Context: an optimization exercise on an open-source flow, tuned for a short achievable clock period and few clock cycles. The choices shown serve that exercise and are no tape-out recipe.
In this exercise RTL edits were held to simulation tests only and were not proved equivalent to the original.
Power figures rest on the tool's default switching activity, not on a simulated workload.

**design/flow/design.v**
```verilog
`timescale 1ns/100ps
package isa_pkg;
   localparam int code_w     = 16;
   localparam int reg_addr_w = 4;
   localparam int imm_w      = 8;
   localparam int tgt_w      = 8;    
   typedef enum logic [2:0] {
      alu_class = 3'd0,
      jz        = 3'd1,    
      jnz       = 3'd2,    
      loadi     = 3'd3,    
      jnc       = 3'd4,    
      jc        = 3'd5,    
      stop      = 3'd6,    
      nop       = 3'd7     
   } class_e;
   typedef enum logic [2:0] {
      op_sll  = 3'b000,
      op_srl  = 3'b001,
      op_add  = 3'b010,
      op_sub  = 3'b011,
      op_and  = 3'b100,
      op_xnor = 3'b101
   } alu_op_e;
   typedef struct packed {
      class_e                cls;
      alu_op_e               op;
      logic [reg_addr_w-1:0] dest;
      logic [reg_addr_w-1:0] src_a;
      logic [reg_addr_w-1:0] src_b;
      logic [imm_w-1:0]      imm;
      logic [tgt_w-1:0]      target;
   } decoded_t;
endpackage
`timescale 1ns/100ps
package core_pkg;
   localparam int word_w = 32;    
   typedef enum logic [1:0] {
      s_req     = 2'd0,
      s_release = 2'd1,
      s_exec    = 2'd2,
      s_halt    = 2'd3
   } seq_state_e;
   typedef struct packed {
      logic [word_w-1:0] data;
      logic              carry;    
   } alu_res_t;
   typedef struct packed {
      logic                     take;
      logic [7:0]                target;    
   } br_res_t;
   typedef struct packed {
      logic                          we;
      logic [3:0]                    addr;    
      logic [word_w-1:0]             data;
   } wb_t;
endpackage
`timescale 1ns/100ps
module instr_decoder (
   input  logic [isa_pkg::code_w-1:0] code,
   output isa_pkg::decoded_t          dec
);
   logic op_legal;
   assign op_legal = (code[14:12] <= 3'b101);    
   always_comb begin
      dec = '0;
      casez (code[15:12])
         4'b0???: dec.cls = op_legal ? isa_pkg::alu_class : isa_pkg::nop;
         4'b1000: dec.cls = isa_pkg::jz;
         4'b1001: dec.cls = isa_pkg::jnz;
         4'b1010: dec.cls = isa_pkg::loadi;
         4'b1011: dec.cls = isa_pkg::jnc;
         4'b1100: dec.cls = isa_pkg::jc;
         4'b1111: dec.cls = isa_pkg::stop;
         default: dec.cls = isa_pkg::nop;    
      endcase
      if (op_legal) begin
         dec.op = isa_pkg::alu_op_e'(code[14:12]);
      end else begin
         dec.op = isa_pkg::op_sll;
      end
      dec.dest   = code[11:8];
      dec.src_a  = code[7:4];    
      dec.src_b  = code[3:0];
      dec.imm    = code[7:0];
      dec.target = {code[11:8], code[3:0]};
   end
endmodule
`timescale 1ns/100ps
module reg_file #(
   parameter int data_w = 32
) (
   input  logic                          clk,
   input  logic                          arst_n,
   input  logic [isa_pkg::reg_addr_w-1:0] addr_a,
   input  logic [isa_pkg::reg_addr_w-1:0] addr_b,
   output logic [data_w-1:0]             rd_a,
   output logic [data_w-1:0]             rd_b,
   input  core_pkg::wb_t                 wb
);
   localparam int n_regs = 1 << isa_pkg::reg_addr_w;
   logic [data_w-1:0] regs [n_regs];
   always_ff @(posedge clk or negedge arst_n) begin
      if (!arst_n) begin
         for (int i = 0; i < n_regs; i++) regs[i] <= '0;
      end else if (wb.we) begin
         regs[wb.addr] <= wb.data[data_w-1:0];
      end
   end
   assign rd_a = regs[addr_a];
   assign rd_b = regs[addr_b];
endmodule
`timescale 1ns/100ps
module alu #(
   parameter int data_w = 32
) (
   input  logic [data_w-1:0] a,
   input  logic [data_w-1:0] b,
   input  isa_pkg::alu_op_e  op,
   output core_pkg::alu_res_t res
);
   logic              sub;
   logic [data_w-1:0] b_eff;
   logic [data_w:0]   sum;     
   logic [data_w-1:0] y;
   assign sub   = (op == isa_pkg::op_sub);
   assign b_eff = sub ? ~b : b;
   assign sum   = {1'b0, a} + {1'b0, b_eff} + sub;
   always_comb begin
      y = '0;
      case (op)
         isa_pkg::op_sll:  y = a << b[4:0];
         isa_pkg::op_srl:  y = a >> b[4:0];
         isa_pkg::op_add,
         isa_pkg::op_sub:  y = sum[data_w-1:0];
         isa_pkg::op_and:  y = a & b;
         isa_pkg::op_xnor: y = ~(a ^ b);
         default: y = '0;
      endcase
   end
   assign res.data  = core_pkg::word_w'(y);
   assign res.carry = sum[data_w];
endmodule
`timescale 1ns/100ps
module branch_unit #(
   parameter int data_w = 32
) (
   input  logic              clk,
   input  logic              arst_n,
   input  logic [data_w-1:0] a,
   input  isa_pkg::decoded_t dec,
   input  logic              alu_carry,
   input  logic              exec,
   output core_pkg::br_res_t br
);
   logic carry_q;
   logic a_zero;
   logic arith;
   assign a_zero = (a == '0);
   assign arith  = (dec.cls == isa_pkg::alu_class) && (dec.op == isa_pkg::op_add || dec.op == isa_pkg::op_sub);
   always_ff @(posedge clk or negedge arst_n) begin
      if (!arst_n) begin
         carry_q <= 1'b0;
      end else if (exec && arith) begin
         carry_q <= alu_carry;
      end
   end
   always_comb begin
      case (dec.cls)
         isa_pkg::jz:      br.take = a_zero;
         isa_pkg::jnz:     br.take = !a_zero;
         isa_pkg::jc:      br.take = carry_q;
         isa_pkg::jnc:     br.take = !carry_q;
         default: br.take = 1'b0;
      endcase
      br.target = dec.target;
   end
endmodule
`timescale 1ns/100ps
module sequencer #(
   parameter int data_w = 32,
   parameter int pc_w   = 8
) (
   input  logic                       clk,
   input  logic                       arst_n,
   output logic                       fetch_req,
   output logic [pc_w-1:0]            fetch_pc,
   input  logic [isa_pkg::code_w-1:0] fetch_code,
   input  logic                       fetch_ack,
   output logic [isa_pkg::code_w-1:0] code,
   input  isa_pkg::decoded_t          dec,
   input  core_pkg::alu_res_t         alu_res,
   input  core_pkg::br_res_t          br,
   output logic                       exec,
   output core_pkg::wb_t              wb,
   output logic                       halted
);
   core_pkg::seq_state_e        state;
   logic [pc_w-1:0]   pc;
   logic [data_w-1:0] wb_word;
   logic              wb_we;
   always_ff @(posedge clk or negedge arst_n) begin
      if (!arst_n) begin
         state     <= core_pkg::s_req;
         fetch_req <= 1'b0;
         pc        <= '0;
         code      <= '0;
      end else begin
         case (state)
            core_pkg::s_req: begin
               if (!fetch_req) begin
                  fetch_req <= 1'b1;
               end else if (fetch_ack) begin
                  code      <= fetch_code;
                  fetch_req <= 1'b0;
                  state     <= core_pkg::s_release;
               end
            end
            core_pkg::s_release: if (!fetch_ack) state <= core_pkg::s_exec;    
            core_pkg::s_exec: begin
               if (dec.cls == isa_pkg::stop) begin
                  state <= core_pkg::s_halt;    
               end else begin
                  state <= core_pkg::s_req;
                  pc    <= br.take ? br.target[pc_w-1:0] : pc + 1'b1;
               end
            end
            default: state <= core_pkg::s_halt;    
         endcase
      end
   end
   assign fetch_pc = pc;
   assign exec     = (state == core_pkg::s_exec);
   assign halted   = (state == core_pkg::s_halt);
   always_comb begin
      wb_we   = 1'b0;
      wb_word = '0;
      if (exec) begin
         case (dec.cls)
            isa_pkg::alu_class: begin
               wb_we   = 1'b1;
               wb_word = alu_res.data[data_w-1:0];
            end
            isa_pkg::loadi: begin
               wb_we   = 1'b1;
               wb_word = data_w'(dec.imm);    
            end
            default: wb_we = 1'b0;
         endcase
      end
      wb.we   = wb_we;
      wb.addr = dec.dest;
      wb.data = core_pkg::word_w'(wb_word);
   end
endmodule
`timescale 1ns/100ps
module cpu_core #(
   parameter int data_w = 32,
   parameter int pc_w   = 8
) (
   input  logic                           clk,
   input  logic                           arst_n,
   output logic                           fetch_req,
   output logic [pc_w-1:0]                fetch_pc,
   input  logic [isa_pkg::code_w-1:0]     fetch_code,
   input  logic                           fetch_ack,
   output logic                           wb_valid,
   output logic [isa_pkg::reg_addr_w-1:0] wb_addr,
   output logic [data_w-1:0]              wb_data,
   output logic                           halted
);
   localparam int n_words = 1 << pc_w;
   logic [15:0]        icache [n_words];
   logic [n_words-1:0] ival_q;
   logic               wr_q;         
   logic [pc_w-1:0]    wa_q;
   logic [15:0]        wd_q;
   always_ff @(posedge clk) begin
      if (wr_q) icache[wa_q] <= wd_q;
   end
   logic            req_q;
   logic [pc_w-1:0] fa_q;            
   logic [pc_w-1:0] pf_q;            
   logic            ack_now, idle;
   assign ack_now = req_q && fetch_ack;
   assign idle    = !req_q && !fetch_ack;
   logic [pc_w-1:0]   fpc_q;
   logic              dv_q;
   logic [15:0]       dc_q;
   logic [pc_w-1:0]   dpc_q;
   logic              stop_q, halt_q;
   logic [pc_w-1:0]   stop_pc_q;
   logic [data_w-1:0] regs [16];
   logic              carry_q;
   logic              ex_we_q, ex_setc_q, ex_br_q;
   logic              ex_sll_q, ex_srl_q, ex_add_q, ex_sub_q, ex_and_q, ex_xnr_q, ex_pas_q;
   logic [15:0]       ex_wen_q;      
   logic [4:0]        ex_sh_q;       
   logic [1:0]        ex_brk_q;      
   logic [pc_w-1:0]   ex_tgt_q;
   logic [3:0]        ex_d_q;
   logic [data_w-1:0] ex_a_q, ex_b_q;
   logic [data_w-1:0] res_q;         
   logic              wb_v_q;
   logic [3:0]        wb_a_q;
   function automatic logic [33:0] ks_add(input logic [32:0] x, input logic [32:0] z);
      logic [32:0] g, p, gg, pp;
      logic [32:0] s;
      g  = x & z;
      p  = x ^ z;
      gg = g;
      pp = p;
      for (int d = 1; d < 33; d = d * 2) begin
         for (int i = 32; i >= d; i--) begin
            gg[i] = gg[i] | (pp[i] & gg[i-d]);
            pp[i] = pp[i] & pp[i-d];
         end
      end
      s[0] = p[0];
      for (int i = 1; i < 33; i++) s[i] = p[i] ^ gg[i-1];
      ks_add = {gg[32], s};
   endfunction
   logic [data_w-1:0] xa, xb, y, xbe;
   logic [33:0]       sum;
   logic              ex_take;
   assign xa  = ex_a_q;
   assign xb  = ex_b_q;
   assign xbe = ex_sub_q ? ~xb : xb;
   assign sum = ks_add({xa, ex_sub_q}, {xbe, ex_sub_q});
   assign y = ({data_w{ex_sll_q}} & (xa << ex_sh_q))
            | ({data_w{ex_srl_q}} & (xa >> ex_sh_q))
            | ({data_w{ex_add_q}} & sum[data_w:1])
            | ({data_w{ex_and_q}} & (xa & xb))
            | ({data_w{ex_xnr_q}} & ~(xa ^ xb))
            | ({data_w{ex_pas_q}} & xa);
   always_comb begin
      case (ex_brk_q)
         2'd0:    ex_take = (xa == '0);
         2'd1:    ex_take = (xa != '0);
         2'd2:    ex_take = !carry_q;
         default: ex_take = carry_q;
      endcase
   end
   logic ex_redir;
   assign ex_redir = ex_br_q && ex_take;
   logic [3:0]        op;
   logic [data_w-1:0] rs_a, rs_b;
   logic              d_live, is_alu, is_ldi, is_stop, is_bz, is_bc;
   logic              haz_a, haz_b, br_in_ex, d_take, d_redir, stop_d;
   assign op      = dc_q[15:12];
   assign rs_a    = regs[dc_q[7:4]];
   assign rs_b    = regs[dc_q[3:0]];
   assign d_live  = dv_q && !ex_redir && !stop_q;
   assign is_alu  = !op[3] && (op[2:0] <= 3'd5);
   assign is_ldi  = (op == 4'b1010);
   assign is_stop = (op == 4'b1111);
   assign is_bz   = (op == 4'b1000) || (op == 4'b1001);
   assign is_bc   = (op == 4'b1011) || (op == 4'b1100);
   assign haz_a   = ex_we_q && (ex_d_q == dc_q[7:4]);
   assign haz_b   = ex_we_q && (ex_d_q == dc_q[3:0]);
   assign br_in_ex = (is_bz && haz_a) || (is_bc && ex_setc_q);
   logic [15:0] zf_q;
   logic        a_zero;
   assign a_zero = (wb_v_q && wb_a_q == dc_q[7:4]) ? (res_q == '0) : zf_q[dc_q[7:4]];
   always_comb begin
      case (op)
         4'b1000: d_take = a_zero;
         4'b1001: d_take = !a_zero;
         4'b1011: d_take = !carry_q;
         4'b1100: d_take = carry_q;
         default: d_take = 1'b0;
      endcase
   end
   assign d_redir = d_live && !br_in_ex && d_take;
   assign stop_d  = d_live && is_stop;
   logic            redirect, hit, deliver, f_ok, need, pf_ok;
   logic [pc_w-1:0] tgt;
   assign redirect = ex_redir || d_redir;
   assign tgt      = ex_redir ? ex_tgt_q : {dc_q[11:8], dc_q[3:0]};
   assign hit      = ival_q[fpc_q];
   assign deliver  = ack_now && (fa_q == fpc_q);
   assign f_ok     = (hit || deliver) && !stop_q;
   assign need     = !hit && !stop_q && !stop_d && !redirect && !(wr_q && wa_q == fpc_q);
   assign pf_ok    = !ival_q[pf_q] && !stop_q && !stop_d && !redirect && !(wr_q && wa_q == pf_q);
   always_ff @(posedge clk or negedge arst_n) begin
      if (!arst_n) begin
         ival_q <= '0;
         wr_q   <= 1'b0;
         wa_q   <= '0;
         wd_q   <= '0;
         req_q  <= 1'b0;
         fa_q   <= '0;
         pf_q   <= '0;
         fpc_q  <= '0;
         dv_q   <= 1'b0;
         dc_q   <= '0;
         dpc_q  <= '0;
         stop_q <= 1'b0;
         stop_pc_q <= '0;
         halt_q <= 1'b0;
      end else begin
         wr_q <= 1'b0;
         if (wr_q) ival_q[wa_q] <= 1'b1;
         if (req_q) begin
            if (fetch_ack) begin
               req_q <= 1'b0;
               wr_q  <= 1'b1;
               wa_q  <= fa_q;
               wd_q  <= fetch_code;
               pf_q  <= fa_q + 1'b1;
            end
         end else if (stop_q) begin
            halt_q <= 1'b1;                  
            fa_q   <= stop_pc_q;
         end else if (idle) begin
            if (need) begin
               req_q <= 1'b1;
               fa_q  <= fpc_q;
            end else if (pf_ok) begin
               req_q <= 1'b1;
               fa_q  <= pf_q;
            end else if (ival_q[pf_q]) begin
               pf_q  <= pf_q + 1'b1;
            end
         end
         if (redirect) begin
            dv_q  <= 1'b0;
            fpc_q <= tgt;
         end else begin
            dv_q  <= f_ok;
            dc_q  <= hit ? icache[fpc_q] : fetch_code;
            dpc_q <= fpc_q;
            if (f_ok) fpc_q <= fpc_q + 1'b1;
         end
         if (stop_d) begin
            stop_q    <= 1'b1;
            stop_pc_q <= dpc_q;
         end
      end
   end
   always_ff @(posedge clk or negedge arst_n) begin
      if (!arst_n) begin
         ex_we_q   <= 1'b0;
         ex_wen_q  <= '0;
         ex_setc_q <= 1'b0;
         ex_br_q   <= 1'b0;
         ex_brk_q  <= '0;
         ex_tgt_q  <= '0;
         ex_d_q    <= '0;
         ex_sll_q  <= 1'b0;
         ex_srl_q  <= 1'b0;
         ex_add_q  <= 1'b0;
         ex_sub_q  <= 1'b0;
         ex_and_q  <= 1'b0;
         ex_xnr_q  <= 1'b0;
         ex_pas_q  <= 1'b0;
         ex_a_q    <= '0;
         ex_b_q    <= '0;
         ex_sh_q   <= '0;
      end else begin
         ex_we_q   <= d_live && (is_alu || is_ldi);
         ex_wen_q  <= (d_live && (is_alu || is_ldi)) ? (16'b1 << dc_q[11:8]) : 16'b0;
         ex_setc_q <= d_live && is_alu && (op[2:1] == 2'b01);
         ex_br_q   <= d_live && br_in_ex;
         ex_brk_q  <= op[3] ? ((op == 4'b1000) ? 2'd0 : (op == 4'b1001) ? 2'd1 :
                               (op == 4'b1011) ? 2'd2 : 2'd3) : 2'd0;
         ex_tgt_q  <= {dc_q[11:8], dc_q[3:0]};
         ex_d_q    <= dc_q[11:8];
         ex_sll_q  <= (op == 4'b0000);
         ex_srl_q  <= (op == 4'b0001);
         ex_add_q  <= (op == 4'b0010) || (op == 4'b0011);
         ex_sub_q  <= (op == 4'b0011);
         ex_and_q  <= (op == 4'b0100);
         ex_xnr_q  <= (op == 4'b0101);
         ex_pas_q  <= is_ldi;
         ex_a_q    <= is_ldi ? data_w'(dc_q[7:0]) : (haz_a ? y : rs_a);
         ex_b_q    <= haz_b ? y : rs_b;
         ex_sh_q   <= haz_b ? y[4:0] : rs_b[4:0];
      end
   end
   always_ff @(posedge clk or negedge arst_n) begin
      if (!arst_n) begin
         carry_q <= 1'b0;
         wb_v_q  <= 1'b0;
         wb_a_q  <= '0;
         res_q   <= '0;
         for (int i = 0; i < 16; i++) regs[i] <= '0;
         zf_q    <= '1;
      end else begin
         if (wb_v_q) zf_q[wb_a_q] <= (res_q == '0);
         wb_v_q <= ex_we_q;
         if (ex_setc_q) carry_q <= sum[data_w+1];
         if (ex_we_q) begin
            wb_a_q       <= ex_d_q;
            res_q        <= y;
         end
         for (int i = 0; i < 16; i++) if (ex_wen_q[i]) regs[i] <= y;
      end
   end
   assign fetch_req = req_q;
   assign fetch_pc  = fa_q;
   assign wb_valid  = wb_v_q;
   assign wb_addr   = wb_a_q;
   assign wb_data   = res_q;
   assign halted    = halt_q;
endmodule
```
**design/flow/flow/run.sh**
```bash
#!/bin/bash
# Standard layout, with repair_timing aiming well below the 11 ns clock
# (setup margin) so that the achieved period is pushed down. Constraints
# are the design's own.
set -uo pipefail
bash standard.sh SETUP_SLACK_MARGIN=${MARGIN:-7.8} finish > standard_flow.log 2>&1
```
**design/flow/standard.sh**
```bash
#!/bin/bash
# synth_recipe.tcl (not shown) runs the flow's synth.tcl, then flattens the netlist and writes it again
# the make line also repeats each setting of config.mk as NAME=value (left out here)
make -C /OpenROAD-flow-scripts/flow DESIGN_CONFIG=/design/flow/config.mk WORK_HOME=/design/flow/orfs CLKGATE_MAP_FILE= SYNTH_SCRIPT=/design/flow/synth_recipe.tcl "${@:-finish}"
```
**design/flow/config.mk**
```make
export PLATFORM = sky130hd
export DESIGN_NAME = cpu_core
export DESIGN_NICKNAME = cpu_core
export VERILOG_FILES = /design/flow/design.v
export SDC_FILE = /design/flow/constraint.sdc
export NUM_CORES = 4
export LEC_CHECK = 0
export ABC_CLOCK_PERIOD_IN_PS = 3000
export CAP_MARGIN = 20
export CORE_MARGIN = 2
export CORE_UTILIZATION = 45
export SLEW_MARGIN = 20
export SYNTH_MEMORY_MAX_BITS = 8192
```
**design/flow/constraint.sdc**
```tcl
create_clock -name core_clock -period 11.0 [get_ports {clk}]
set_input_delay 2.2000 -clock core_clock [delete_from_list [all_inputs] [get_ports {clk}]]
set_output_delay 2.2000 -clock core_clock [all_outputs]
set_load 0.01 [all_outputs]
```
==> results of run 1 <==
-- what timing repair did --
item | 4_1_cts | 5_1_grt
gates resized for setup | 1025 | 393
setup buffers | 356 | 108
pin swaps | 150 | 192
setup endpoints to repair | 4446 | 1722
cloned | 117 | 27
-- per-layer routing --
metal,part of all wire,GRT usage,up-vias
li1,-,-,49000
met1,0.38,0.400,67000
met2,0.46,0.442,8427
met3,0.11,0.0639,1803
met4,0.044,0.103,10
met5,0.00012,0,-
-- cells in the mapped netlist (all sizes together) (10+ instances only) --
cell type	n	area, um^2
o21a	10	75.1
nor4	33	206
a211o	10	87.6
xnor2	38	333
nor2	1023	3840
o311ai	12	113
o21ai	123	616
a22o	72	631
nand3	123	616
o21bai	264	1980
nand2b	35	219
dfstp	16	420
a211oi	36	270
a22oi	357	2680
nor3	62	310
inv	46	173
a21oi	728	3640
buf	308	1580
mux4	1528	34400
a21o	23	173
o22ai	81	507
a221oi	78	696
or3	12	75.1
edfxtp	4096	123000
clkbuf	523	1960
nand2	283	1060
a2111oi	11	109
nand4	86	538
mux2	83	935
o31ai	11	82.6
nor2b	33	206
mux2i	144	1440
and2	12	75.1
ha	78	976
o31a	12	105
xor2	68	596
and3	13	81.3
dfrtp	991	24800
-- path summary, 6_finish.rpt --
kind | start | to | depth (start not counted)
worst max-delay path | fpc_q[0] | dc_q[13] | 11
worst min register to register | dpc_q[4] | stop_pc_q[4] | 2
worst min-delay path | dpc_q[4] | stop_pc_q[4] | 2
max in group asynchronous | arst_n | pf_q[0] | 3
min in group asynchronous | arst_n | regs[12][8] | 1
worst max register to register | fpc_q[0] | dc_q[13] | 11
-- layout make-up --
class,count,share of cell area
tap,6198,0.0307
clock buffer,704,0.0584
sequential,5103,0.588
antenna,19,0.000188
timing repair buffer,1163,0.0591
clock inverter,260,0.00989
inverter,50,0.000853
multi-input combinational,5607,0.252
-- flip-flops by register name (all words and copies together), names as in the netlist, 2 cells and up --
register   count
wd_q          16
fpc_q          8
wa_q           8
dpc_q          8
ex_b_q        32
ex_brk_q       2
fa_q           8
ival_q       256
ex_d_q         3
regs         512
res_q         32
ex_a_q        32
stop_pc_q      8
pf_q           8
dc_q          16
zf_q          16
wb_a_q         4
ex_tgt_q       5
icache      4096
ex_wen_q      16
-- cells by family after synthesis --
| group | after synthesis | synth area share |
|---|---|---|
| flip-flops | 5103 | 0.703 |
| AO/OA/AOI/OAI | 1915 | 0.0595 |
| multiplexers | 1755 | 0.175 |
| AND/OR/NAND/NOR | 1753 | 0.0358 |
| buffers and inverters | 881 | 0.0177 |
| XOR/XNOR | 106 | 0.00441 |
| adder cells (fa/ha/maj) | 78 | 0.00463 |
-- critical path, cell delays in order (launching register included) --
cell and delay, ns:
dfrtp_4 0.50, buf_12 0.16, buf_16 0.17, buf_16 0.20, buf_6 0.14, buf_16 0.13, mux4_2 0.51, mux4_2 0.60
mux4_2 0.62, mux4_2 0.51, mux2i_1 0.16, o21ai_1 0.09
-- placed cells by master, fill, tap and decap left out, drive strengths merged, types with 185 or more instances in the layout --
cell type / count
edfxtp: 4096
dfrtp: 991
buf: 1093
mux4: 1528
nor2: 1023
o21bai: 264
a21oi: 728
clkbuf: 728
clkinv: 185
a22oi: 357
nand2: 283
-- per-stage QoR --
stage                     setup slack, ns  total power (uW)  instances
final                                7.02             40500      19100
after global routing                 6.99             41500      19100
after CTS                            7.01             40500      18900
after detailed placement             5.36             22600      17500
after global placement               5.25             22500      17500
after floorplan                      7.41             22000      11600
-- power groups by stage --
| stage | Sequential (uW) | Combinational (uW) | Clock [uW] |
|---|---|---|---|
| 2_1_floorplan | 21700 | 323 | 0 |
| 3_3_place_gp | 21600 | 890 | 0 |
| 3_5_place_dp | 21700 | 940 | 0 |
| 4_1_cts | 21200 | 1140 | 18200 |
| 5_1_grt | 21200 | 1330 | 18900 |
| 6_report | 21200 | 1270 | 18000 |
==> metrics.cfg, run 1 <==
[status]
run_status = no timing/DRC/antenna violations

[power]
internal_power_uw = 31800
vdd_ir_drop_max_mv = 0.171
cellLeakagePower_uw = 0.0894
comb_power_share = 0.031
power.density_nw_per_um2 = 161
power.share.switching = 0.214
netSwitchingPower_uw = 8680
pwr-share-clk = 0.444
pwr-share-seq = 0.525

[setup_path]
worstPathArrival_ns = 4.90
critPathKind = flip-flop to flip-flop
cp.required_ns = 11.91
critPathMaxFanout = 9
element_type_at_the_critical_path_end = flip-flop
crit_path_launch_type = flip-flop
worst-r2r-setup-slack_ns = 7.02

[die]
fp-row-count = 251
initial_core_util = 0.452
die_boundary_width_um = 688
die-area_um2 = 474000
ioPinCount = 66
core_um2 = 467000
die_height_um = 688

[routing]
drt_first_iter_violations = 18900
wire_per_inst_um = 36.1
detail-route-antenna-nets = 0
detailedRoute.firstPassIterationCount = 8
route.final.wire_length_um = 689000
drt_drc_violations_left = 0
vias_per_cell = 6.61
route.vias.total = 126000

[clock_network]
htreeDepth = 6
clock_transition_at_the_registers_of_the_reported_paths_ns = 0.06
tritoncts_clock_tree = built
cts-buffers-inserted = 544
cts_hold_bufs = 0
clock_sinks = 5103
clock-root-buffer = clkbuf_16
clk_latency_ns = 1.08
cts-root-to-sink-buffers = 4

[placement]
globalplace.congestion = 0.937
dpl-instance-area_um2 = 222000
portBuffers = 65
place.detailed.hpwl_um = 370000

[timing]
hold_viol = 0
finalMaxSlewViolations = 0
max_slew.worst_pin.slew_ns = 1.29
setup-violations-final = 0
hold_slack_ns = 0.465
finalCriticalPeriod_ns = 3.98
totalNegativeSetupSlack_ns = 0
post-route-period-util = 0.362
finalClockSkew_ns = 0.0525
fmaxAchievable_ghz = 0.251
max_slew_margin = 0.138
unrepaired_setup_endpoints_after_global_routing = true

[synthesis]
yosysWarningCount = 2
synthArstFlopShare = 0.197
syn_nets = 11700
syn-instance-count = 11600
netlist_area_um2 = 211000
synth_edf_count = 4096
postSynthRegisterBits = 5103
avgSynthCellArea_um2 = 18.2
synth_seq_area_share = 0.703
synth_flop_type = edfxtp_1
synth.distinct_cells = 82

[finish]
area_growth_pct = 19.7
fill_cells = 35700
finalNetCount = 12600
sequential_cell_area_um2 = 148000
multiInputGateArea_um2 = 63700
final_core_util = 0.541
drive_above_1_share = 0.349
final_design_area_no_fill_um2 = 252000

[global_route]
gr-total-overflow = 0
grt_pass1_wl_um = 958000
first_global_vias = 124000
grt_usage = 0.285
antenna_found_initial = 48
grt_max_degree = 258

[run]
drv_cap = 0

[hold_path]
min-delay-path-class = flip-flop to flip-flop

Testbench counts, summed over its fixed seeds: cycles 23,147.
==> run 2, diff against run 1 <==
--- a/design/flow/design.v
+++ b/design/flow/design.v
@@ -270,13 +270,14 @@
    output logic                           halted
 );
    localparam int n_words = 1 << pc_w;
-   logic [15:0]        icache [n_words];
+   logic [n_words-1:0][15:0] icache_q;
    logic [n_words-1:0] ival_q;
    logic               wr_q;         
    logic [pc_w-1:0]    wa_q;
    logic [15:0]        wd_q;
+   logic [n_words-1:0] wen_q;        
    always_ff @(posedge clk) begin
-      if (wr_q) icache[wa_q] <= wd_q;
+      for (int i = 0; i < n_words; i++) if (wen_q[i]) icache_q[i] <= wd_q;
    end
    logic            req_q;
    logic [pc_w-1:0] fa_q;            
@@ -295,8 +296,12 @@
    logic              ex_we_q, ex_setc_q, ex_br_q;
    logic              ex_sll_q, ex_srl_q, ex_add_q, ex_sub_q, ex_and_q, ex_xnr_q, ex_pas_q;
    logic [15:0]       ex_wen_q;      
+   logic [15:0]       wb_wen_q;      
    logic [4:0]        ex_sh_q;       
    logic [1:0]        ex_brk_q;      
+   logic              ex_pred_q;     
+   logic [3:0]        ex_pi_q;       
+   logic [pc_w-1:0]   ex_pc1_q;      
    logic [pc_w-1:0]   ex_tgt_q;
    logic [3:0]        ex_d_q;
    logic [data_w-1:0] ex_a_q, ex_b_q;
@@ -325,7 +330,7 @@
    logic              ex_take;
    assign xa  = ex_a_q;
    assign xb  = ex_b_q;
-   assign xbe = ex_sub_q ? ~xb : xb;
+   assign xbe = xb;                  
    assign sum = ks_add({xa, ex_sub_q}, {xbe, ex_sub_q});
    assign y = ({data_w{ex_sll_q}} & (xa << ex_sh_q))
             | ({data_w{ex_srl_q}} & (xa >> ex_sh_q))
@@ -341,15 +346,17 @@
          default: ex_take = carry_q;
       endcase
    end
-   logic ex_redir;
-   assign ex_redir = ex_br_q && ex_take;
+   logic            ex_redir;
+   logic [pc_w-1:0] ex_rtgt;
+   assign ex_redir = ex_br_q && (ex_take != ex_pred_q);
+   assign ex_rtgt  = ex_take ? ex_tgt_q : ex_pc1_q;
    logic [3:0]        op;
    logic [data_w-1:0] rs_a, rs_b;
    logic              d_live, is_alu, is_ldi, is_stop, is_bz, is_bc;
    logic              haz_a, haz_b, br_in_ex, d_take, d_redir, stop_d;
    assign op      = dc_q[15:12];
-   assign rs_a    = regs[dc_q[7:4]];
-   assign rs_b    = regs[dc_q[3:0]];
+   assign rs_a    = (wb_v_q && wb_a_q == dc_q[7:4]) ? res_q : regs[dc_q[7:4]];
+   assign rs_b    = (wb_v_q && wb_a_q == dc_q[3:0]) ? res_q : regs[dc_q[3:0]];
    assign d_live  = dv_q && !ex_redir && !stop_q;
    assign is_alu  = !op[3] && (op[2:0] <= 3'd5);
    assign is_ldi  = (op == 4'b1010);
@@ -371,13 +378,77 @@
          default: d_take = 1'b0;
       endcase
    end
-   assign d_redir = d_live && !br_in_ex && d_take;
+   logic            is_br, d_mis;
+   logic [pc_w-1:0] d_rtgt;
+   assign is_br   = is_bz || is_bc;
+   assign d_mis   = is_br ? (!br_in_ex && (d_take != dpred_q)) : dpred_q;
+   assign d_redir = d_live && d_mis;
+   assign d_rtgt  = (is_br && d_take) ? {dc_q[11:8], dc_q[3:0]} : dpc_q + 1'b1;
    assign stop_d  = d_live && is_stop;
    logic            redirect, hit, deliver, f_ok, need, pf_ok;
    logic [pc_w-1:0] tgt;
    assign redirect = ex_redir || d_redir;
-   assign tgt      = ex_redir ? ex_tgt_q : {dc_q[11:8], dc_q[3:0]};
-   assign hit      = ival_q[fpc_q];
+   assign tgt      = ex_redir ? ex_rtgt : d_rtgt;
+   logic [3:0]           bv_q;
+   logic [3:0][pc_w-1:0] bs_q, bt_q;
+   logic [1:0]           brr_q;
+   logic [3:0]           bhit;
+   logic                 pred;
+   logic [pc_w-1:0]      ptgt;
+   logic                 dpred_q;
+   logic [3:0]           dpi_q;
+   always_comb begin
+      ptgt = '0;
+      for (int k = 0; k < 4; k++) begin
+         bhit[k] = bv_q[k] && (bs_q[k] == fpc_q);
+         ptgt    = ptgt | (bt_q[k] & {pc_w{bhit[k]}});
+      end
+      pred = |bhit;
+   end
+   logic            ins, del;
+   logic [3:0]      del_oh;
+   logic [pc_w-1:0] ins_pc, ins_tgt;
+   always_comb begin
+      ins     = 1'b0;
+      del     = 1'b0;
+      del_oh  = '0;
+      ins_pc  = dpc_q;
+      ins_tgt = {dc_q[11:8], dc_q[3:0]};
+      if (ex_redir) begin
+         ins     = ex_take;
+         del     = !ex_take;
+         del_oh  = ex_pi_q;
+         ins_pc  = ex_pc1_q - 1'b1;
+         ins_tgt = ex_tgt_q;
+      end else if (d_redir) begin
+         ins     = is_br && d_take;
+         del     = !(is_br && d_take);
+         del_oh  = dpi_q;
+      end
+   end
+   always_ff @(posedge clk or negedge arst_n) begin
+      if (!arst_n) begin
+         bv_q  <= '0;
+         bs_q  <= '0;
+         bt_q  <= '0;
+         brr_q <= '0;
+      end else begin
+         if (del) bv_q <= bv_q & ~del_oh;
+         if (ins) begin
+            bv_q[brr_q] <= 1'b1;
+            bs_q[brr_q] <= ins_pc;
+            bt_q[brr_q] <= ins_tgt;
+            brr_q       <= brr_q + 1'b1;
+         end
+      end
+   end
+   logic [n_words-1:0] foh_q;
+   logic [15:0]        crd;
+   always_comb begin
+      crd = '0;
+      for (int i = 0; i < n_words; i++) crd = crd | (icache_q[i] & {16{foh_q[i]}});
+   end
+   assign hit      = |(ival_q & foh_q);
    assign deliver  = ack_now && (fa_q == fpc_q);
    assign f_ok     = (hit || deliver) && !stop_q;
    assign need     = !hit && !stop_q && !stop_d && !redirect && !(wr_q && wa_q == fpc_q);
@@ -385,6 +456,7 @@
    always_ff @(posedge clk or negedge arst_n) begin
       if (!arst_n) begin
          ival_q <= '0;
+         wen_q  <= '0;
          wr_q   <= 1'b0;
          wa_q   <= '0;
          wd_q   <= '0;
@@ -392,26 +464,31 @@
          fa_q   <= '0;
          pf_q   <= '0;
          fpc_q  <= '0;
+         foh_q  <= n_words'(1);
          dv_q   <= 1'b0;
+         dpred_q <= 1'b0;
+         dpi_q  <= '0;
          dc_q   <= '0;
          dpc_q  <= '0;
          stop_q <= 1'b0;
          stop_pc_q <= '0;
          halt_q <= 1'b0;
       end else begin
-         wr_q <= 1'b0;
-         if (wr_q) ival_q[wa_q] <= 1'b1;
+         wr_q   <= 1'b0;
+         wen_q  <= '0;
+         ival_q <= ival_q | wen_q;
          if (req_q) begin
             if (fetch_ack) begin
                req_q <= 1'b0;
                wr_q  <= 1'b1;
+               wen_q <= n_words'(1) << fa_q;
                wa_q  <= fa_q;
                wd_q  <= fetch_code;
                pf_q  <= fa_q + 1'b1;
             end
-         end else if (stop_q) begin
+         end else if (stop_q || (stop_d && !ex_we_q)) begin
             halt_q <= 1'b1;                  
-            fa_q   <= stop_pc_q;
+            fa_q   <= stop_q ? stop_pc_q : dpc_q;
          end else if (idle) begin
             if (need) begin
                req_q <= 1'b1;
@@ -426,11 +503,22 @@
          if (redirect) begin
             dv_q  <= 1'b0;
             fpc_q <= tgt;
+            foh_q <= n_words'(1) << tgt;
          end else begin
-            dv_q  <= f_ok;
-            dc_q  <= hit ? icache[fpc_q] : fetch_code;
-            dpc_q <= fpc_q;
-            if (f_ok) fpc_q <= fpc_q + 1'b1;
+            dv_q    <= f_ok;
+            dpred_q <= pred;
+            dpi_q   <= bhit;
+            dc_q    <= hit ? crd : fetch_code;
+            dpc_q   <= fpc_q;
+            if (f_ok) begin
+               if (pred) begin
+                  fpc_q <= ptgt;
+                  foh_q <= n_words'(1) << ptgt;
+               end else begin
+                  fpc_q <= fpc_q + 1'b1;
+                  foh_q <= {foh_q[n_words-2:0], foh_q[n_words-1]};
+               end
+            end
          end
          if (stop_d) begin
             stop_q    <= 1'b1;
@@ -445,6 +533,9 @@
          ex_setc_q <= 1'b0;
          ex_br_q   <= 1'b0;
          ex_brk_q  <= '0;
+         ex_pred_q <= 1'b0;
+         ex_pi_q   <= '0;
+         ex_pc1_q  <= '0;
          ex_tgt_q  <= '0;
          ex_d_q    <= '0;
          ex_sll_q  <= 1'b0;
@@ -465,6 +556,9 @@
          ex_brk_q  <= op[3] ? ((op == 4'b1000) ? 2'd0 : (op == 4'b1001) ? 2'd1 :
                                (op == 4'b1011) ? 2'd2 : 2'd3) : 2'd0;
          ex_tgt_q  <= {dc_q[11:8], dc_q[3:0]};
+         ex_pred_q <= dpred_q;
+         ex_pi_q   <= dpi_q;
+         ex_pc1_q  <= dpc_q + 1'b1;
          ex_d_q    <= dc_q[11:8];
          ex_sll_q  <= (op == 4'b0000);
          ex_srl_q  <= (op == 4'b0001);
@@ -474,7 +568,7 @@
          ex_xnr_q  <= (op == 4'b0101);
          ex_pas_q  <= is_ldi;
          ex_a_q    <= is_ldi ? data_w'(dc_q[7:0]) : (haz_a ? y : rs_a);
-         ex_b_q    <= haz_b ? y : rs_b;
+         ex_b_q    <= (op == 4'b0011) ? ~(haz_b ? y : rs_b) : (haz_b ? y : rs_b);
          ex_sh_q   <= haz_b ? y[4:0] : rs_b[4:0];
       end
    end
@@ -486,6 +580,7 @@
          res_q   <= '0;
          for (int i = 0; i < 16; i++) regs[i] <= '0;
          zf_q    <= '1;
+         wb_wen_q <= '0;
       end else begin
          if (wb_v_q) zf_q[wb_a_q] <= (res_q == '0);
          wb_v_q <= ex_we_q;
@@ -494,7 +589,8 @@
             wb_a_q       <= ex_d_q;
             res_q        <= y;
          end
-         for (int i = 0; i < 16; i++) if (ex_wen_q[i]) regs[i] <= y;
+         wb_wen_q <= ex_wen_q;
+         for (int i = 0; i < 16; i++) if (wb_wen_q[i]) regs[i] <= res_q;
       end
    end
    assign fetch_req = req_q;
--- a/design/flow/config.mk
+++ b/design/flow/config.mk
@@ -8,6 +8,8 @@
 export ABC_CLOCK_PERIOD_IN_PS = 3000
 export CAP_MARGIN = 20
 export CORE_MARGIN = 2
-export CORE_UTILIZATION = 45
+export CORE_UTILIZATION = 65
+export CTS_CLUSTER_DIAMETER = 80
+export CTS_CLUSTER_SIZE = 40
 export SLEW_MARGIN = 20
 export SYNTH_MEMORY_MAX_BITS = 8192
==> run 2 against run 1 <==
Against the previous run: the run now fails in global routing (5_1_grt); synthesized cell count grew 25%; area after synthesis rose by 6.8%.
==> metrics.cfg, run 2 <==
[clock_network]
cts_hold_bufs = 0
clock-root-buffer = clkbuf_16
cts-root-to-sink-buffers = 4
htreeDepth = 4
clock_sinks = 5724
cts-buffers-inserted = 203

[synthesis]
synthMostInstantiatedCell = edfxtp_1
synthDominantCellAreaShare = 0.547
syn-instance-count = 14500
postSynthRegisterBits = 5724
netlist_area_um2 = 225000
synth_seq_area_share = 0.728
synth.distinct_cells = 99
synth_top_area_cells = edfxtp_1, dfrtp_1, a22oi_1
synth_edf_count = 4096
synth_area_leader_cell = edfxtp_1
syn_nets = 14600
synth_flop_type = edfxtp_1
post_synth_most_frequent_cells = edfxtp_1, dfrtp_1, a22oi_1
yosysWarningCount = 2
synthArstFlopShare = 0.284
avgSynthCellArea_um2 = 15.5

[global_route]
grt_usage = 0.950
gr-total-overflow = 6679
first_global_vias = 206000
grt_max_degree = 187
grt_pass1_wl_um = 2210000

[status]
lastStage = global routing (5_1_grt)
run_status = stopped before the end
error = [ERROR GRT-0116] Global routing finished with congestion. Check the congestion regions in the DRC Viewer.

[die]
die_height_um = 592
fp-row-count = 216
ioPinCount = 66
die_boundary_width_um = 592
initial_core_util = 0.651

[placement]
place.detailed.hpwl_um = 874000
portBuffers = 65
globalplace.congestion = 1.25
placement.setup.worst_slack_ns = 4.85

==> run 2: cell types whose count changed after synthesis, sizes merged, moves of 167 or more <==
| cell | change |
|---|---|
| o21bai | -256 |
| a221oi | +777 |
| mux4 | -1412 |
| a21oi | -476 |
| nor2 | -432 |
| nand2 | +334 |
| a22oi | +913 |
| clkbuf | +302 |
| a22o | +862 |
| dfrtp | +620 |
| o21ai | +167 |
| mux2 | +493 |
| nand4 | +331 |
| or2 | +260 |
==> run 2: cells by family after synthesis <==
| group | count (synthesis) | share of synthesized area |
|---|---|---|
| compound gates | 4121 | 0.143 |
| xor+xnor | 144 | 0.00573 |
| fa+ha+maj | 47 | 0.00265 |
| buf+inv | 1217 | 0.0214 |
| flops | 5724 | 0.728 |
| mux | 778 | 0.0444 |
| simple gates | 2485 | 0.0550 |
==> run 2: stage by stage <==
stage,cell area [um^2],std cells
after floorplan,225000,14500
after global placement,235000,18900
after detailed placement,235000,18900
after CTS,252000,19600
==> run 2: worst max path at each step <==
stage / start / to / slack, ns / depth (start not counted)
2_1_floorplan: fetch_ack / foh_q[134] / 7.30 / 9
3_3_place_gp: res_q[9] / foh_q[137] / 4.96 / 11
3_5_place_dp: res_q[9] / foh_q[146] / 4.85 / 11
4_1_cts: foh_q[9] / dc_q[15] / 6.67 / 10
==> run 2: power groups by stage <==
stage	Sequential [uW]	Clock [uW]	Combinational (uW)
CTS	28900	10900	22500
global placement	29700	0	18300
floorplan	29000	0	8240
detailed placement	29800	0	18700
==> run 2: per-layer routing <==
layer,track usage,overflow
met1,0.945,1243
met2,1.00,2544
met3,0.913,1086
met4,0.939,1608
met5,0.816,198
==> run 2: what timing repair did <==
| action | 4_1_cts |
|---|---|
| gates resized for setup | 1704 |
| cloned | 23 |
| buffers inserted | 403 |
| setup endpoints to repair | 1905 |
| endpoints found under the hold margin | 0 |
| pin swaps | 217 |
Testbench counts of run 2, summed over its fixed seeds: cycles 22,806.
==> run 3, diff against run 2 <==
--- a/design/flow/design.v
+++ b/design/flow/design.v
@@ -379,6 +379,8 @@
       endcase
    end
    logic            is_br, d_mis;
+   logic [pc_w-1:0] jt;
+   assign jt      = {dc_q[11:8], dc_q[3:0]};
    logic [pc_w-1:0] d_rtgt;
    assign is_br   = is_bz || is_bc;
    assign d_mis   = is_br ? (!br_in_ex && (d_take != dpred_q)) : dpred_q;
@@ -442,13 +444,9 @@
          end
       end
    end
-   logic [n_words-1:0] foh_q;
    logic [15:0]        crd;
-   always_comb begin
-      crd = '0;
-      for (int i = 0; i < n_words; i++) crd = crd | (icache_q[i] & {16{foh_q[i]}});
-   end
-   assign hit      = |(ival_q & foh_q);
+   assign crd      = icache_q[fpc_q];
+   assign hit      = ival_q[fpc_q];
    assign deliver  = ack_now && (fa_q == fpc_q);
    assign f_ok     = (hit || deliver) && !stop_q;
    assign need     = !hit && !stop_q && !stop_d && !redirect && !(wr_q && wa_q == fpc_q);
@@ -464,7 +462,6 @@
          fa_q   <= '0;
          pf_q   <= '0;
          fpc_q  <= '0;
-         foh_q  <= n_words'(1);
          dv_q   <= 1'b0;
          dpred_q <= 1'b0;
          dpi_q  <= '0;
@@ -490,7 +487,10 @@
             halt_q <= 1'b1;                  
             fa_q   <= stop_q ? stop_pc_q : dpc_q;
          end else if (idle) begin
-            if (need) begin
+            if (d_redir && is_br && d_take && !ival_q[jt] && !(wr_q && wa_q == jt)) begin
+               req_q <= 1'b1;                
+               fa_q  <= jt;
+            end else if (need) begin
                req_q <= 1'b1;
                fa_q  <= fpc_q;
             end else if (pf_ok) begin
@@ -503,7 +503,6 @@
          if (redirect) begin
             dv_q  <= 1'b0;
             fpc_q <= tgt;
-            foh_q <= n_words'(1) << tgt;
          end else begin
             dv_q    <= f_ok;
             dpred_q <= pred;
@@ -511,13 +510,7 @@
             dc_q    <= hit ? crd : fetch_code;
             dpc_q   <= fpc_q;
             if (f_ok) begin
-               if (pred) begin
-                  fpc_q <= ptgt;
-                  foh_q <= n_words'(1) << ptgt;
-               end else begin
-                  fpc_q <= fpc_q + 1'b1;
-                  foh_q <= {foh_q[n_words-2:0], foh_q[n_words-1]};
-               end
+               fpc_q <= pred ? ptgt : fpc_q + 1'b1;
             end
          end
          if (stop_d) begin
--- a/design/flow/config.mk
+++ b/design/flow/config.mk
@@ -8,8 +8,6 @@
 export ABC_CLOCK_PERIOD_IN_PS = 3000
 export CAP_MARGIN = 20
 export CORE_MARGIN = 2
-export CORE_UTILIZATION = 65
-export CTS_CLUSTER_DIAMETER = 80
-export CTS_CLUSTER_SIZE = 40
+export CORE_UTILIZATION = 60
 export SLEW_MARGIN = 20
 export SYNTH_MEMORY_MAX_BITS = 8192
==> run 3 against run 2 <==
Against the previous run: now clean on timing, DRC and antenna; synthesized cell count is 18% lower; area after synthesis is 0.32% lower.
==> metrics.cfg, run 3 <==
[global_route]
grt_use_met3 = 0.0915
grt_usage = 0.381
gr-total-overflow = 0
antenna_found_initial = 56
grt-busiest-layer = met2
grt_max_degree = 210
grt_util_met1 = 0.537
grt_pass1_wl_um = 1000000
first_global_vias = 128000
met2_usage = 0.564

[placement]
portBuffers = 65
place.detailed.hpwl_um = 387000
globalplace.congestion = 0.948
dpl-instance-area_um2 = 232000

[setup_path]
crit_path_launch_type = flip-flop
critPathMaxFanout = 7
path_cells = buf_12, buf_12, buf_16, buf_12, buf_16, buf_12, buf_16, mux4_2, mux4_2, mux4_2, mux4_2, mux2i_1, o21ai_1
element_type_at_the_critical_path_end = flip-flop
cp.required_ns = 11.94
critPathKind = flip-flop to flip-flop
critical_path.slowest_cell = mux4_2
worstPathArrival_ns = 5.06
critical_path.max_stage_delay_ns = 0.68

[synthesis]
postSynthRegisterBits = 5468
synthArstFlopShare = 0.251
syn_nets = 11900
yosysWarningCount = 2
synthMostInstantiatedCell = edfxtp_1
netlist_area_um2 = 224000
synth_top_area_cells = edfxtp_1, mux4_2, dfrtp_1
post_synth_most_frequent_cells = edfxtp_1, mux4_2, dfrtp_1
synth_seq_area_share = 0.702
synth_edf_count = 4096
synth_area_leader_cell = edfxtp_1
avgSynthCellArea_um2 = 18.9
synth_flop_type = edfxtp_1
synth.distinct_cells = 91
syn-instance-count = 11900
synthDominantCellAreaShare = 0.548

[power]
comb_power_share = 0.025
internal_power_uw = 33400
pwr-share-clk = 0.443
pwr-share-seq = 0.532
vdd_ir_drop_max_mv = 0.198
netSwitchingPower_uw = 9030
power.share.switching = 0.213
cellLeakagePower_uw = 0.0949
power.density_nw_per_um2 = 162

[clock_network]
clock_transition_at_the_registers_of_the_reported_paths_ns = 0.06
clock-root-buffer = clkbuf_16
tritoncts_clock_tree = built
htreeDepth = 6
clock_sinks = 5468
cts_hold_bufs = 0
clk_latency_ns = 1.10
cts-buffers-inserted = 559
cts-root-to-sink-buffers = 4

[routing]
route.final.wire_length_um = 723000
wire_per_inst_um = 40.1
detail-route-antenna-nets = 0
detailedRoute.firstPassIterationCount = 8
drt_drc_violations_left = 0
vias_per_cell = 7.24
drt_first_iter_violations = 20500
route.vias.total = 131000

[timing]
totalNegativeSetupSlack_ns = 0
unrepaired_setup_endpoints_after_global_routing = true
hold_viol = 0
max_slew.worst_pin.slew_ns = 1.31
fmaxAchievable_ghz = 0.243
setup-violations-final = 0
finalMaxSlewViolations = 0
max_slew_margin = 0.124
finalClockSkew_ns = 0.0720
post-route-period-util = 0.375
finalCriticalPeriod_ns = 4.12

[die]
die-area_um2 = 379000
die_height_um = 615
die_boundary_width_um = 615
core_um2 = 372000
initial_core_util = 0.603
ioPinCount = 66
fp-row-count = 224

[finish]
final_design_area_no_fill_um2 = 262000
mostFrequentLayoutCells = edfxtp_1, mux4_2, dfrtp_1, clkbuf_16, mux2_2
top_register_by_number_of_flip_flops = icache_q
reg_top3 = icache_q (4096), regs (512)
largest_reg_flops = 4096
finalNetCount = 12600
area_growth_pct = 16.8
layout_commonest_cell = edfxtp_1
drive_above_1_share = 0.371

[status]
run_status = no timing/DRC/antenna violations

[hold_path]
min-delay-path-class = flip-flop to flip-flop

[run]
drv_cap = 0

==> run 3: timing repair <==
item                       in CTS  in global routing
setup endpoints to repair     887                946
buffers inserted              298                 81
cloned                        120                 11
gates resized for setup      1064                300
pin swaps                     100                107
==> run 3: cell families (layout without fill, tap and decap cells) <==
| logic type | Yosys count | in the layout | share of synthesized area |
|---|---|---|---|
| multiplexers | 2339 | 2339 | 0.197 |
| other | 0 | 40 | 0 |
| flip-flops | 5468 | 5468 | 0.702 |
| adder cells (fa/ha/maj) | 45 | 45 | 0.00254 |
| buffers and inverters | 901 | 2046 | 0.0161 |
| AO/OA/AOI/OAI | 1364 | 1365 | 0.0424 |
| AND/OR/NAND/NOR | 1602 | 1610 | 0.0344 |
| XOR/XNOR | 146 | 146 | 0.00576 |
==> run 3: power groups by stage <==
| stage | clock network [uW] | registers [uW] | logic, uW |
|---|---|---|---|
| global placement | 0 | 23000 | 820 |
| CTS | 18900 | 22600 | 965 |
| floorplan | 0 | 23100 | 277 |
| detailed placement | 0 | 23000 | 856 |
| finish | 18800 | 22600 | 1060 |
| global route | 19700 | 22600 | 1120 |
==> run 3: worst paths after layout <==
kind / from / to / depth (start not counted) / slack [ns]
worst max-delay path: fpc_q[0] / dc_q[5] / 13 / 6.88
worst min-delay path: ex_wen_q[11] / wb_wen_q[11] / 0 / 0.35
worst max register to register: fpc_q[0] / dc_q[5] / 13 / 6.88
worst min register to register: ex_wen_q[11] / wb_wen_q[11] / 0 / 0.35
max in group asynchronous: arst_n / ival_q[98] / 3 / 8.02
min in group asynchronous: arst_n / ival_q[55] / 1 / 1.14
==> run 3: per-stage QoR <==
| stage | instances | util | setup slack, ns | hold slack, ns | power, uW |
|---|---|---|---|---|---|
| 5_1_grt | 18000 | 0.703 | 6.86 | 0.354 | 43400 |
| 3_5_place_dp | 16500 | 0.623 | 5.16 | 0.335 | 23900 |
| 3_3_place_gp | 16500 | 0.623 | 5.20 | 0.334 | 23800 |
| 6_report | 18000 | 0.704 | 6.88 | 0.345 | 42400 |
| 2_1_floorplan | 11900 | - | 7.58 | 0.331 | 23400 |
| 4_1_cts | 17900 | 0.697 | 6.96 | 0.348 | 42500 |
==> run 3: cell type report <==
class | count | area (um^2)
tap | 4972 | 6220
clock inverter | 272 | 2790
inverter | 69 | 285
clock buffer | 734 | 15200
sequential | 5468 | 158000
timing repair buffer | 971 | 12800
fill | 23100 | 110000
antenna | 40 | 100
multi-input combinational | 5505 | 66800
==> run 3: per-layer routing <==
metal / part of all wire / wire, um
met3: 0.12 / 87200
met4: 0.064 / 45900
met2: 0.45 / 326000
met5: 0.00024 / 172
met1: 0.37 / 264000
==> run 3: worst max-delay path: cells and delay by family, from the launching register on <==
family | cells | cell delay (ns)
multiplexers | 5 | 2.36
AO/OA/AOI/OAI | 1 | 0.12
flip-flops | 1 | 0.51
buffers and inverters | 7 | 0.99
Testbench counts of run 3, summed over its fixed seeds: cycles 22,598.
==> run 4, diff against run 3 <==
--- a/design/flow/design.v
+++ b/design/flow/design.v
@@ -269,15 +269,22 @@
    output logic [data_w-1:0]              wb_data,
    output logic                           halted
 );
-   localparam int n_words = 1 << pc_w;
+   localparam int n_words = 1 << (pc_w - 1);    
    logic [n_words-1:0][15:0] icache_q;
    logic [n_words-1:0] ival_q;
+   logic [n_words-1:0] itag_q;       
+   function automatic logic present(input logic [pc_w-1:0] a);
+      present = ival_q[a[pc_w-2:0]] && (itag_q[a[pc_w-2:0]] == a[pc_w-1]);
+   endfunction
    logic               wr_q;         
    logic [pc_w-1:0]    wa_q;
    logic [15:0]        wd_q;
    logic [n_words-1:0] wen_q;        
    always_ff @(posedge clk) begin
-      for (int i = 0; i < n_words; i++) if (wen_q[i]) icache_q[i] <= wd_q;
+      for (int i = 0; i < n_words; i++) if (wen_q[i]) begin
+         icache_q[i] <= wd_q;
+         itag_q[i]   <= wa_q[pc_w-1];
+      end
    end
    logic            req_q;
    logic [pc_w-1:0] fa_q;            
@@ -445,12 +452,14 @@
       end
    end
    logic [15:0]        crd;
-   assign crd      = icache_q[fpc_q];
-   assign hit      = ival_q[fpc_q];
+   logic            pf_near;
+   assign crd      = icache_q[fpc_q[pc_w-2:0]];
+   assign hit      = present(fpc_q);
+   assign pf_near  = (pc_w'(pf_q - fpc_q) < pc_w'(16));    
    assign deliver  = ack_now && (fa_q == fpc_q);
    assign f_ok     = (hit || deliver) && !stop_q;
    assign need     = !hit && !stop_q && !stop_d && !redirect && !(wr_q && wa_q == fpc_q);
-   assign pf_ok    = !ival_q[pf_q] && !stop_q && !stop_d && !redirect && !(wr_q && wa_q == pf_q);
+   assign pf_ok    = pf_near && !present(pf_q) && !stop_q && !stop_d && !redirect && !(wr_q && wa_q == pf_q);
    always_ff @(posedge clk or negedge arst_n) begin
       if (!arst_n) begin
          ival_q <= '0;
@@ -478,7 +487,7 @@
             if (fetch_ack) begin
                req_q <= 1'b0;
                wr_q  <= 1'b1;
-               wen_q <= n_words'(1) << fa_q;
+               wen_q <= n_words'(1) << fa_q[pc_w-2:0];
                wa_q  <= fa_q;
                wd_q  <= fetch_code;
                pf_q  <= fa_q + 1'b1;
@@ -487,7 +496,7 @@
             halt_q <= 1'b1;                  
             fa_q   <= stop_q ? stop_pc_q : dpc_q;
          end else if (idle) begin
-            if (d_redir && is_br && d_take && !ival_q[jt] && !(wr_q && wa_q == jt)) begin
+            if (d_redir && is_br && d_take && !present(jt) && !(wr_q && wa_q == jt)) begin
                req_q <= 1'b1;                
                fa_q  <= jt;
             end else if (need) begin
@@ -496,7 +505,7 @@
             end else if (pf_ok) begin
                req_q <= 1'b1;
                fa_q  <= pf_q;
-            end else if (ival_q[pf_q]) begin
+            end else if (pf_near && present(pf_q)) begin
                pf_q  <= pf_q + 1'b1;
             end
          end
--- a/design/flow/config.mk
+++ b/design/flow/config.mk
@@ -8,6 +8,6 @@
 export ABC_CLOCK_PERIOD_IN_PS = 3000
 export CAP_MARGIN = 20
 export CORE_MARGIN = 2
-export CORE_UTILIZATION = 60
+export CORE_UTILIZATION = 50
 export SLEW_MARGIN = 20
 export SYNTH_MEMORY_MAX_BITS = 8192
==> run 4 against run 3 <==
Against the previous run: global-route usage fell by 3.0 points; critical path depth grew 1; wire length fell by 29%; critical path type unchanged; highest routed layer unchanged.
==> metrics.cfg, run 4 <==
[status]
run_status = no timing/DRC/antenna violations

[synthesis]
synth_flop_type = edfxtp_1
yosysWarningCount = 2
syn-instance-count = 8761
avgSynthCellArea_um2 = 16.3
syn_nets = 8831
synthArstFlopShare = 0.339
synthMostInstantiatedCell = edfxtp_1
synth_top_area_cells = edfxtp_1, dfrtp_1, mux4_2
synth_edf_count = 2176
synthDominantCellAreaShare = 0.458
postSynthRegisterBits = 3292
synth.distinct_cells = 94
post_synth_most_frequent_cells = edfxtp_1, dfrtp_1, mux4_2
synth_seq_area_share = 0.654
synth_area_leader_cell = edfxtp_1
netlist_area_um2 = 143000

[finish]
area_growth_pct = 21.1
top_register_by_number_of_flip_flops = icache_q
drive_above_1_share = 0.387
reg_top3 = icache_q (2048), regs (512)
post_layout_nonfiller_instances = 13400
largest_reg_flops = 2048
final_design_area_no_fill_um2 = 173000
mostFrequentLayoutCells = edfxtp_1, dfrtp_1, mux4_2, mux2_2, buf_4
fill_cells = 20600
finalNetCount = 9411
multiInputGateArea_um2 = 50800
sequential_cell_area_um2 = 93600
layout_commonest_cell = edfxtp_1

[setup_path]
element_type_at_the_critical_path_end = flip-flop
crit_path_launch_type = flip-flop
worstPathArrival_ns = 4.85
worst-r2r-setup-slack_ns = 6.95
critPathKind = flip-flop to flip-flop
cp.required_ns = 11.80
critPathMaxFanout = 8

[routing]
drt_first_iter_violations = 13500
route.vias.total = 92800
vias_per_cell = 6.93
drt_drc_violations_left = 0
wire_per_inst_um = 38.5
detail-route-antenna-nets = 0
route.final.wire_length_um = 515000
detailedRoute.firstPassIterationCount = 8

[die]
die_boundary_width_um = 538
die_height_um = 538
core_um2 = 284000
die-area_um2 = 290000
fp-row-count = 196
ioPinCount = 66
initial_core_util = 0.501

[clock_network]
cts-buffers-inserted = 346
clock-root-buffer = clkbuf_16
cts_hold_bufs = 0
clock_sinks = 3292
clk_latency_ns = 0.99
cts-root-to-sink-buffers = 4
tritoncts_clock_tree = built
clock_transition_at_the_registers_of_the_reported_paths_ns = 0.07
htreeDepth = 5

[power]
netSwitchingPower_uw = 5820
pwr-share-seq = 0.513
internal_power_uw = 20400
power.total_uw = 26300
power.share.switching = 0.222
cellLeakagePower_uw = 0.0655
power.density_nw_per_um2 = 152
comb_power_share = 0.036
vdd_ir_drop_max_mv = 0.207
pwr-share-clk = 0.451

[timing]
hold_viol = 0
max_slew_margin = 0.226
finalCriticalPeriod_ns = 4.05
fmaxAchievable_ghz = 0.247
finalMaxSlewViolations = 0
max_slew.worst_pin.slew_ns = 1.16
unrepaired_setup_endpoints_after_global_routing = true
postLayoutSetupSlackWorst_ns = 6.95
post-route-period-util = 0.368
finalClockSkew_ns = 0.111
totalNegativeSetupSlack_ns = 0
setup-violations-final = 0

[global_route]
grt_pass1_wl_um = 712000
first_global_vias = 91000
antenna_found_initial = 33
grt_max_degree = 139
grt_usage = 0.352
gr-total-overflow = 0

[placement]
placement.setup.worst_slack_ns = 5.76
globalplace.congestion = 0.975
portBuffers = 65
place.detailed.hpwl_um = 279000
placed_cell_count = 12200
dpl-instance-area_um2 = 148000

[hold_path]
min-delay-path-class = flip-flop to flip-flop

[run]
drv_cap = 0

run 4: what timing repair did:
action / CTS / global route
gates resized for setup: 1186 / 496
gates cloned: 96 / 23
buffers inserted: 297 / 123
pin swaps: 158 / 268
endpoints found under the setup margin: 1016 / 761
run 4: logic make-up (layout without fill, tap and decap cells):
family	count (synthesis)	in the layout	synth area share
AOI/OAI and AO/OA	1453	1454	0.0695
xor gates and xnor gates	157	157	0.00969
adders and majority gates	51	51	0.00453
buffers and inverters	727	1580	0.0206
DFF	3292	3292	0.654
muxes	1623	1624	0.193
other	0	13	0
and+or+nand+nor	1458	1464	0.0483
run 4: final timing paths:
check,startpoint,endpoint,depth (start not counted)
setup / recovery,dc_q[0],fa_q[3],14
min in group asynchronous,arst_n,wb_a_q[0],1
setup reg to reg,dc_q[0],fa_q[3],14
hold reg to reg,ex_wen_q[11],wb_wen_q[11],0
max in group asynchronous,arst_n,regs[15][20],3
hold / removal,ex_wen_q[11],wb_wen_q[11],0
run 4: power by group through the flow:
| stage | Clock (uW) | Combinational (uW) | Sequential [uW] |
|---|---|---|---|
| floorplan | 0 | 319 | 13700 |
| global placement | 0 | 721 | 13700 |
| detailed placement | 0 | 732 | 13700 |
| CTS | 11900 | 854 | 13500 |
| global route | 12400 | 988 | 13500 |
| finish | 11800 | 947 | 13500 |
run 4: layout make-up:
| type | count | share of cell area |
|---|---|---|
| multi-input combinational | 4750 | 0.294 |
| timing repair inverter | 2 | 0.000101 |
| sequential | 3292 | 0.542 |
| antenna | 13 | 0.000188 |
| clock inverter | 167 | 0.0108 |
| timing repair buffer | 895 | 0.0689 |
| tap | 3762 | 0.0273 |
| inverter | 54 | 0.00143 |
| clock buffer | 462 | 0.0553 |
run 4: routing by layer:
metal | GRT usage | vias to the layer above | part of all wire
met5 | 0 | - | 0.00024
met4 | 0.174 | 22 | 0.063
met3 | 0.0838 | 1509 | 0.11
met2 | 0.540 | 6282 | 0.45
met1 | 0.473 | 48900 | 0.37
li1 | - | 36100 | -
run 4: per-stage QoR:
step | hold WS (ns) | util
floorplan | 0.331 | -
global placement | 0.332 | 0.521
detailed placement | 0.336 | 0.521
CTS | 0.348 | 0.594
global route | 0.349 | 0.607
finish | 0.348 | 0.607
run 4: worst max-delay path, stage by stage (launching register included):
cell      delay, ns
dfrtp_4        0.50
buf_12         0.17
buf_12         0.14
buf_12         0.13
mux4_2         0.44
mux4_2         0.53
mux2i_4        0.30
a21oi_4        0.12
mux2_4         0.30
a2111o_2       0.50
a21boi_4       0.18
a31oi_4        0.19
buf_12         0.15
o221ai_2       0.09
a21oi_1        0.13
Testbench counts of run 4, summed over its fixed seeds: cycles 23,600.
==> run 5, diff against run 4 <==
--- a/design/flow/design.v
+++ b/design/flow/design.v
@@ -455,11 +455,13 @@
    logic            pf_near;
    assign crd      = icache_q[fpc_q[pc_w-2:0]];
    assign hit      = present(fpc_q);
+   logic            pf_known_q, pf_pres_q, pf_near_q, pf_step;
    assign pf_near  = (pc_w'(pf_q - fpc_q) < pc_w'(16));    
+   assign pf_step  = pf_known_q && pf_pres_q && pf_near_q && !ack_now;
    assign deliver  = ack_now && (fa_q == fpc_q);
    assign f_ok     = (hit || deliver) && !stop_q;
    assign need     = !hit && !stop_q && !stop_d && !redirect && !(wr_q && wa_q == fpc_q);
-   assign pf_ok    = pf_near && !present(pf_q) && !stop_q && !stop_d && !redirect && !(wr_q && wa_q == pf_q);
+   assign pf_ok    = pf_known_q && pf_near_q && !pf_pres_q && !stop_q && !stop_d && !redirect && !(wr_q && wa_q == pf_q);
    always_ff @(posedge clk or negedge arst_n) begin
       if (!arst_n) begin
          ival_q <= '0;
@@ -470,6 +472,9 @@
          req_q  <= 1'b0;
          fa_q   <= '0;
          pf_q   <= '0;
+         pf_known_q <= 1'b0;
+         pf_pres_q  <= 1'b0;
+         pf_near_q  <= 1'b0;
          fpc_q  <= '0;
          dv_q   <= 1'b0;
          dpred_q <= 1'b0;
@@ -483,6 +488,10 @@
          wr_q   <= 1'b0;
          wen_q  <= '0;
          ival_q <= ival_q | wen_q;
+         pf_pres_q  <= present(pf_q);
+         pf_near_q  <= pf_near;
+         pf_known_q <= !ack_now && !pf_step;
+         if (pf_step) pf_q <= pf_q + 1'b1;
          if (req_q) begin
             if (fetch_ack) begin
                req_q <= 1'b0;
@@ -505,8 +514,6 @@
             end else if (pf_ok) begin
                req_q <= 1'b1;
                fa_q  <= pf_q;
-            end else if (pf_near && present(pf_q)) begin
-               pf_q  <= pf_q + 1'b1;
             end
          end
          if (redirect) begin
==> run 5 against run 4 <==
Against the previous run: via count shrank 1.8%; register-to-register slack gained 0.25 ns; clock skew shrank 0.037 ns; wire length shrank 1.7%; die area grew 0.23%; utilization shrank 0.34 points; critical path type is now flip-flop to output pin; highest routed layer unchanged.
==> metrics.cfg, run 5 <==
[timing]
max_slew.worst_pin.slew_ns = 1.20
hold_viol = 0
totalNegativeSetupSlack_ns = 0
setup-violations-final = 0
max_slew_margin = 0.199
unrepaired_setup_endpoints_after_global_routing = true
post-route-period-util = 0.348
finalCriticalPeriod_ns = 3.83
fmaxAchievable_ghz = 0.261
finalMaxSlewViolations = 0

[setup_path]
critical_path.max_stage_delay_ns = 0.44
element_type_at_the_critical_path_end = output pin
critical_path.slowest_cell = dfrtp_2
path_cells = buf_12, buf_8
critPathBufInv = 2
ff2ff_path_depth = 14
cp.required_ns = 8.80
critical_path.reg2reg.endpoint = fa_q[5]
crit_path_launch_type = flip-flop
critical_path.top_delay_family = flip-flops
crit_path_start = res_q[29]
critPathMaxFanout = 2

[status]
run_status = no timing/DRC/antenna violations

[finish]
area_growth_pct = 20.2
mostFrequentLayoutCells = edfxtp_1, dfrtp_1, mux4_2, mux2_2, buf_4
layout_commonest_cell = edfxtp_1
drive_above_1_share = 0.397
reg_top3 = icache_q (2048), regs (512)
largest_reg_flops = 2048
top_register_by_number_of_flip_flops = icache_q

[synthesis]
netlist_area_um2 = 143000
syn-instance-count = 8550
avgSynthCellArea_um2 = 16.7
synth_area_leader_cell = edfxtp_1
yosysWarningCount = 2
synth.distinct_cells = 94
post_synth_most_frequent_cells = edfxtp_1, dfrtp_1, mux4_2
synthArstFlopShare = 0.340
synthDominantCellAreaShare = 0.457
synth_flop_type = edfxtp_1
synth_edf_count = 2176

[clock_network]
tritoncts_clock_tree = built
cts-buffers-inserted = 347
clock-root-buffer = clkbuf_16
clk_latency_ns = 0.96
cts-root-to-sink-buffers = 4
clock_sinks = 3295
htreeDepth = 5

[power]
power.share.switching = 0.370
vdd_ir_drop_max_mv = 0.222
power.total_uw = 50000
pwr-share-seq = 0.353
pwr-share-clk = 0.237
internal_power_uw = 31500
netSwitchingPower_uw = 18500
comb_power_share = 0.410
power.density_nw_per_um2 = 291

[routing]
drt_drc_violations_left = 0
vias_per_cell = 6.92
route.final.wire_length_um = 507000
route.vias.total = 91100

[global_route]
first_global_vias = 89400
grt_usage = 0.343
grt_max_degree = 171

[die]
die-area_um2 = 290000
fp-row-count = 196
initial_core_util = 0.502
ioPinCount = 66

[hold_path]
min-delay-path-class = flip-flop to flip-flop

[placement]
portBuffers = 65

[run]
drv_cap = 0

-- run 5: cell count changes after synthesis, sizes merged, moves of 36 or more --
cell,change
mux2i,-135
mux4,+95
o21ai,-45
nand2,-105
o2bb2ai,+48
xnor2,+41
xor2,-36
-- run 5: cell families (layout without fill, tap and decap cells) --
group,count (synthesis),in the layout,share of synthesized area
AO/OA/AOI/OAI,1380,1382,0.0671
XOR/XNOR,162,162,0.00993
adder cells (fa/ha/maj),57,57,0.00504
buffers and inverters,732,1564,0.0207
flip-flops,3295,3295,0.653
multiplexers,1605,1605,0.200
other,0,14,0
AND/OR/NAND/NOR,1319,1327,0.0440
-- run 5: worst min path at each step --
stage                            start            to  slack, ns  cells past startpoint
after floorplan            ex_wen_q[0]   wb_wen_q[0]       0.33                      0
after global placement    ex_wen_q[15]  wb_wen_q[15]       0.33                      0
after detailed placement   ex_wen_q[8]   wb_wen_q[8]       0.33                      0
after CTS                  ex_wen_q[7]   wb_wen_q[7]       0.34                      0
after global routing       ex_wen_q[7]   wb_wen_q[7]       0.36                      0
final                      ex_wen_q[9]   wb_wen_q[9]       0.35                      0
-- run 5: power by group through the flow --
| stage | sequential, uW | clock [uW] | combinational [uW] |
|---|---|---|---|
| floorplan | 17300 | 0 | 9480 |
| global placement | 18000 | 0 | 14600 |
| detailed placement | 18100 | 0 | 14700 |
| CTS | 17600 | 12000 | 19000 |
| global route | 17800 | 12500 | 21000 |
| finish | 17700 | 11900 | 20500 |
-- run 5: area by class of cell --
class / count / area, um^2 / area share
inverter: 59 / 274 / 0.00159
clock inverter: 178 / 2030 / 0.0118
multi-input combinational: 4533 / 50300 / 0.293
timing repair inverter: 2 / 13.8 / 0.0000801
timing repair buffer: 872 / 11400 / 0.0665
clock buffer: 453 / 9430 / 0.0549
tap: 3762 / 4710 / 0.0274
antenna: 14 / 35.0 / 0.000204
sequential: 3295 / 93700 / 0.545
-- run 5: layer usage --
layer  share of wire  vias up  GRT usage
met3            0.10     1547     0.0728
met5         0.00013        -          0
met2            0.46     5851      0.533
met4           0.072        6      0.191
li1                -    35500          -
met1            0.37    48200      0.452
-- run 5: stage by stage --
step	hold WS, ns	worst slack, ns	utilization	cell area [um^2]	instances
global route	0.355	7.15	0.603	172000	13200
global placement	0.332	5.42	0.521	148000	12000
detailed placement	0.335	5.37	0.521	148000	12000
floorplan	0.331	7.75	-	143000	8550
finish	0.347	7.17	0.604	172000	13200
CTS	0.337	7.12	0.592	169000	13000
-- run 5: timing repair --
item                                     CTS  global route
pin swaps                                161           181
hold buffers                               0             0
buffers inserted                         283           125
resized for setup                       1079           338
cloned                                   105            21
endpoints found under the setup margin   766           413
Testbench counts of run 5, summed over its fixed seeds: cycles 23,639.

Check on run 5: ideal ports give 7.170 ns setup slack; a clkbuf_16 on the clock port and buf_2 on the inputs give 7.072 ns; moving port delays by the midpoint clock arrival (1.022 ns) as well gives 6.963 ns.
